What follows belongs to an exercise in optimizing a design on an open flow for small area and a short achievable clock period; a production flow would make more cautious choices.
The RTL was checked by simulation tests, not by an equivalence proof against the original design. No driver is modelled on the clock port, so clocking that relies on it looks cheaper here than on a real chip.

the reference run:
Design mpi_endpoint, start of the top module:
module mpi_endpoint #(
  parameter int buf_depth = 16
) (
  input  logic               clk,
  input  logic               rst,
  output mpi_pkg::flit_t     noc_out_flit,
  output logic               noc_out_last,
  output logic               noc_out_valid,
  input  logic               noc_out_ready,
  input  mpi_pkg::flit_t     noc_in_flit,
  input  logic               noc_in_last,
  input  logic               noc_in_valid,
  output logic               noc_in_ready,
  input  mpi_pkg::bus_addr_t bus_addr,
  input  logic               bus_we,
  input  logic               bus_en,
  input  mpi_pkg::flit_t     bus_data_in,
  output mpi_pkg::flit_t     bus_data_out,
  output logic               bus_ack,
  output logic               bus_err,
  output logic               irq
);
  logic slot_fifo;
  logic slot_ctrl;
  assign slot_fifo = (bus_addr[5:2] == 4'h0);
  assign slot_ctrl = (bus_addr[5:2] == 4'h1);
  logic fifo_wr;
  logic fifo_rd;
  assign fifo_wr = bus_en && bus_we && slot_fifo;
  assign fifo_rd = bus_en && !bus_we && slot_fifo;
  logic enabled;
  logic        tx_push;
  logic        tx_pop;
  logic [31:0] tx_head;
  logic        tx_head_last;
  logic        tx_full;
  logic [4:0]  tx_pkts;
  logic        tx_have;
  logic        tx_in_pkt;
  logic        fr_busy;
  logic [4:0]  fr_rem;
  logic        fr_last;
  assign fr_last = (fr_rem == 5'd1);
  assign tx_push = fifo_wr && fr_busy && !tx_full;
  always_ff @(posedge clk) begin
    if (rst) begin
      fr_busy <= 1'b0;
      fr_rem  <= 5'd0;
    end else if (fifo_wr) begin
      if (!fr_busy) begin
        fr_rem  <= bus_data_in[4:0];
        fr_busy <= (bus_data_in[4:0] != 5'd0);
      end else if (!tx_full) begin
        fr_rem  <= fr_rem - 5'd1;
        fr_busy <= !fr_last;
      end
    end
  end
  mpi_packet_buffer u_tx_buffer (
    .clk       (clk),
    .rst       (rst),
    .push      (tx_push),
    .push_flit (bus_data_in),
    .push_last (fr_last),
    .pop       (tx_pop),
    .head_flit (tx_head),
    .head_last (tx_head_last),
    .full      (tx_full),
    .ring_last ()
  );
  logic        rx_push;
  logic        rx_pop;
  logic [31:0] rx_head;
  ...
For scale: roughly 2,600 cells after synthesis, about 1,200 flip-flops, ~170 I/O pins, roughly 44,000 um2 of cells after synthesis.
Settings: LEC_CHECK=0, CAP_MARGIN=20, CORE_MARGIN=2, CORE_UTILIZATION=65, SETUP_SLACK_MARGIN=2.9, SLEW_MARGIN=20; clock period 6.0 ns.
standard.sh (not shown) runs the stock make flow with config.mk's settings and CLKGATE_MAP_FILE= SYNTH_SCRIPT=/design/flow/synth_recipe.tcl, a recipe that flattens the netlist after the stock synthesis.
==> flow/flow/run.sh <==
#!/bin/bash
# Standard ORFS layout with three changes:
#  - port buffers are buf_2 cells instead of the default delay cells,
#  - resizing may change a cell's footprint,
#  - clock tree without dummy loads, smaller clock buffers, larger clusters.
# Each tool's full output goes to a log in this folder (and ORFS's own logs).
set -euo pipefail
export BUFFER_PORTS_ARGS="-buffer_cell sky130_fd_sc_hd__buf_2"
export CTS_ARGS="-sink_clustering_enable -repair_clock_nets -dont_use_dummy_load -buf_list {sky130_fd_sc_hd__clkbuf_4 sky130_fd_sc_hd__clkbuf_8} -sink_clustering_size 20"
bash standard.sh MATCH_CELL_FOOTPRINT=0 finish > flow_make.log 2>&1
The reference run | status: complete | timing, DRC, antenna: pass
The following lists how the trial run was set up differently from the reference run:
==> flow/flow/run.sh <==
#!/bin/bash
# Standard ORFS layout (the standard.sh, standard synthesis) with three changes:
#  - port buffers are buf_2 cells instead of the default delay cells,
#  - resizing may change a cell's footprint,
#  - clock tree from clkbuf_16 cells in larger sink clusters, without dummy loads.
# make's full output goes to flow_make.log in this folder; ORFS keeps each
# step's log under orfs/logs/.
set -euo pipefail
export BUFFER_PORTS_ARGS="-buffer_cell sky130_fd_sc_hd__buf_2"
export CTS_ARGS="-sink_clustering_enable -repair_clock_nets -dont_use_dummy_load -buf_list {sky130_fd_sc_hd__clkbuf_16} -sink_clustering_size 30 -sink_clustering_max_diameter 150"
bash standard.sh MATCH_CELL_FOOTPRINT=0 finish > flow_make.log 2>&1
### Flow results
The register-to-register path setup slack was comparable across the trial run and the reference run.
As far as placement-stage cell area goes, the reference run and the trial run are indistinguishable; the numbers are identical.
For count of buffer and inverter cells on the critical path, the reference run and the trial run come out practically identical.
Routed wire length on met3 for the trial run is lower than for the reference run.

---

mpi_endpoint, a different RTL version from the one above (not shown whole).
Size: ~2600 cells after synthesis, ~1200 flip-flops, about 170 I/O pins.
export LEC_CHECK = 0
export CAP_MARGIN = 20
export CORE_MARGIN = 2
export CORE_UTILIZATION = 65
export SETUP_SLACK_MARGIN = 2.9
export SLEW_MARGIN = 20
create_clock -name core_clock -period 6.0 [get_ports {clk}]
==> flow/flow/run.sh <==
#!/bin/bash
# Standard ORFS layout (the standard.sh and synthesis script) with these changes:
#  - port buffers are buf_2 cells instead of the default delay cells,
#  - resizing may change a cell's footprint,
#  - clock tree from clkbuf_16 cells in larger sink clusters, without dummy loads,
#  - the slow four-input OR/NOR cells are added to the platform's don't-use list.
# make's full output goes to flow_make.log in this folder; ORFS keeps each
# step's log under orfs/logs/.
set -euo pipefail
export BUFFER_PORTS_ARGS="-buffer_cell sky130_fd_sc_hd__buf_2"
export CTS_ARGS="-sink_clustering_enable -repair_clock_nets -dont_use_dummy_load -buf_list {sky130_fd_sc_hd__clkbuf_16} -sink_clustering_size 30 -sink_clustering_max_diameter 150"
platform_dont_use="sky130_fd_sc_hd__probe_p_8 sky130_fd_sc_hd__probec_p_8 sky130_fd_sc_hd__lpflow_bleeder_1 sky130_fd_sc_hd__lpflow_clkbufkapwr_1 sky130_fd_sc_hd__lpflow_clkbufkapwr_16 sky130_fd_sc_hd__lpflow_clkbufkapwr_2 sky130_fd_sc_hd__lpflow_clkbufkapwr_4 sky130_fd_sc_hd__lpflow_clkbufkapwr_8 sky130_fd_sc_hd__lpflow_clkinvkapwr_1 sky130_fd_sc_hd__lpflow_clkinvkapwr_16 sky130_fd_sc_hd__lpflow_clkinvkapwr_2 sky130_fd_sc_hd__lpflow_clkinvkapwr_4 sky130_fd_sc_hd__lpflow_clkinvkapwr_8 sky130_fd_sc_hd__lpflow_decapkapwr_12 sky130_fd_sc_hd__lpflow_decapkapwr_3 sky130_fd_sc_hd__lpflow_decapkapwr_4 sky130_fd_sc_hd__lpflow_decapkapwr_6 sky130_fd_sc_hd__lpflow_decapkapwr_8 sky130_fd_sc_hd__lpflow_inputiso0n_1 sky130_fd_sc_hd__lpflow_inputiso0p_1 sky130_fd_sc_hd__lpflow_inputiso1n_1 sky130_fd_sc_hd__lpflow_inputiso1p_1 sky130_fd_sc_hd__lpflow_inputisolatch_1 sky130_fd_sc_hd__lpflow_isobufsrc_1 sky130_fd_sc_hd__lpflow_isobufsrc_16 sky130_fd_sc_hd__lpflow_isobufsrc_2 sky130_fd_sc_hd__lpflow_isobufsrc_4 sky130_fd_sc_hd__lpflow_isobufsrc_8 sky130_fd_sc_hd__lpflow_isobufsrckapwr_16 sky130_fd_sc_hd__lpflow_lsbuf_lh_hl_isowell_tap_1 sky130_fd_sc_hd__lpflow_lsbuf_lh_hl_isowell_tap_2 sky130_fd_sc_hd__lpflow_lsbuf_lh_hl_isowell_tap_4 sky130_fd_sc_hd__lpflow_lsbuf_lh_isowell_4 sky130_fd_sc_hd__lpflow_lsbuf_lh_isowell_tap_1 sky130_fd_sc_hd__lpflow_lsbuf_lh_isowell_tap_2 sky130_fd_sc_hd__lpflow_lsbuf_lh_isowell_tap_4"
slow4=""
for c in or4 or4b or4bb nor4 nor4b nor4bb; do
  for d in 1 2 4; do slow4="$slow4 sky130_fd_sc_hd__${c}_${d}"; done
done
bash standard.sh MATCH_CELL_FOOTPRINT=0 "DONT_USE_CELLS=$platform_dont_use$slow4" finish > flow_make.log 2>&1
Rerun with:
- CAP_MARGIN: 20 -> 5
- CORE_UTILIZATION: 65 -> 68
- SETUP_SLACK_MARGIN: 2.9 -> 2.8
- SLEW_MARGIN: 20 -> 5
Result: The new run finished with timing, DRC and antenna clean. Count of clock-buffer cells in the layout does not change. Die area came out lower by a few percent. Synthesized cell count is unchanged. Clock skew came out lower by 0.028 ns. Final area stays flat. Maximum frequency came out lower slightly. Non-clock buffer count came out higher by 1. Setup slack loses 0.042 ns.

==> static timing again, ports no longer ideal <==
No port has a modelled driver above. Below, the same layouts with a new extraction and two added sets of constraints. Step 1, drivers: a clkbuf_16 drives clk and a buf_2 each remaining input, both assumed. Step 2 times the ports against the registers' clock, not the clock port: input delays grow and output delays shrink by t, the midpoint of the rising clock arrivals with the driver on. Three values: ideal, step 1, step 2; two values: the first two.
| run | t, ns | setup slack, ns | worst hold slack (ns) | worst setup path at the end |
|---|---|---|---|---|
| the reference run | 0.849 | 2.757 / 2.708 / 2.027 | 0.445 / 0.445 / 0.445 | input to register |
| the trial run | 0.683 | 2.744 / 2.696 / 2.199 | 0.459 / 0.459 / 0.459 | input to register |
| the first run of note 2 | 0.681 | 2.814 / 2.779 / 2.470 | 0.456 / 0.456 / 0.456 | input to register |
| the second run of note 2 | 0.673 | 2.772 / 2.712 / 2.506 | 0.458 / 0.458 / 0.458 | input to register |
After both steps every run listed still meets setup and hold. For the reference run, which loses most, drivers alone change the setup slack by -0.049 ns; drivers and shift together by -0.730 ns.
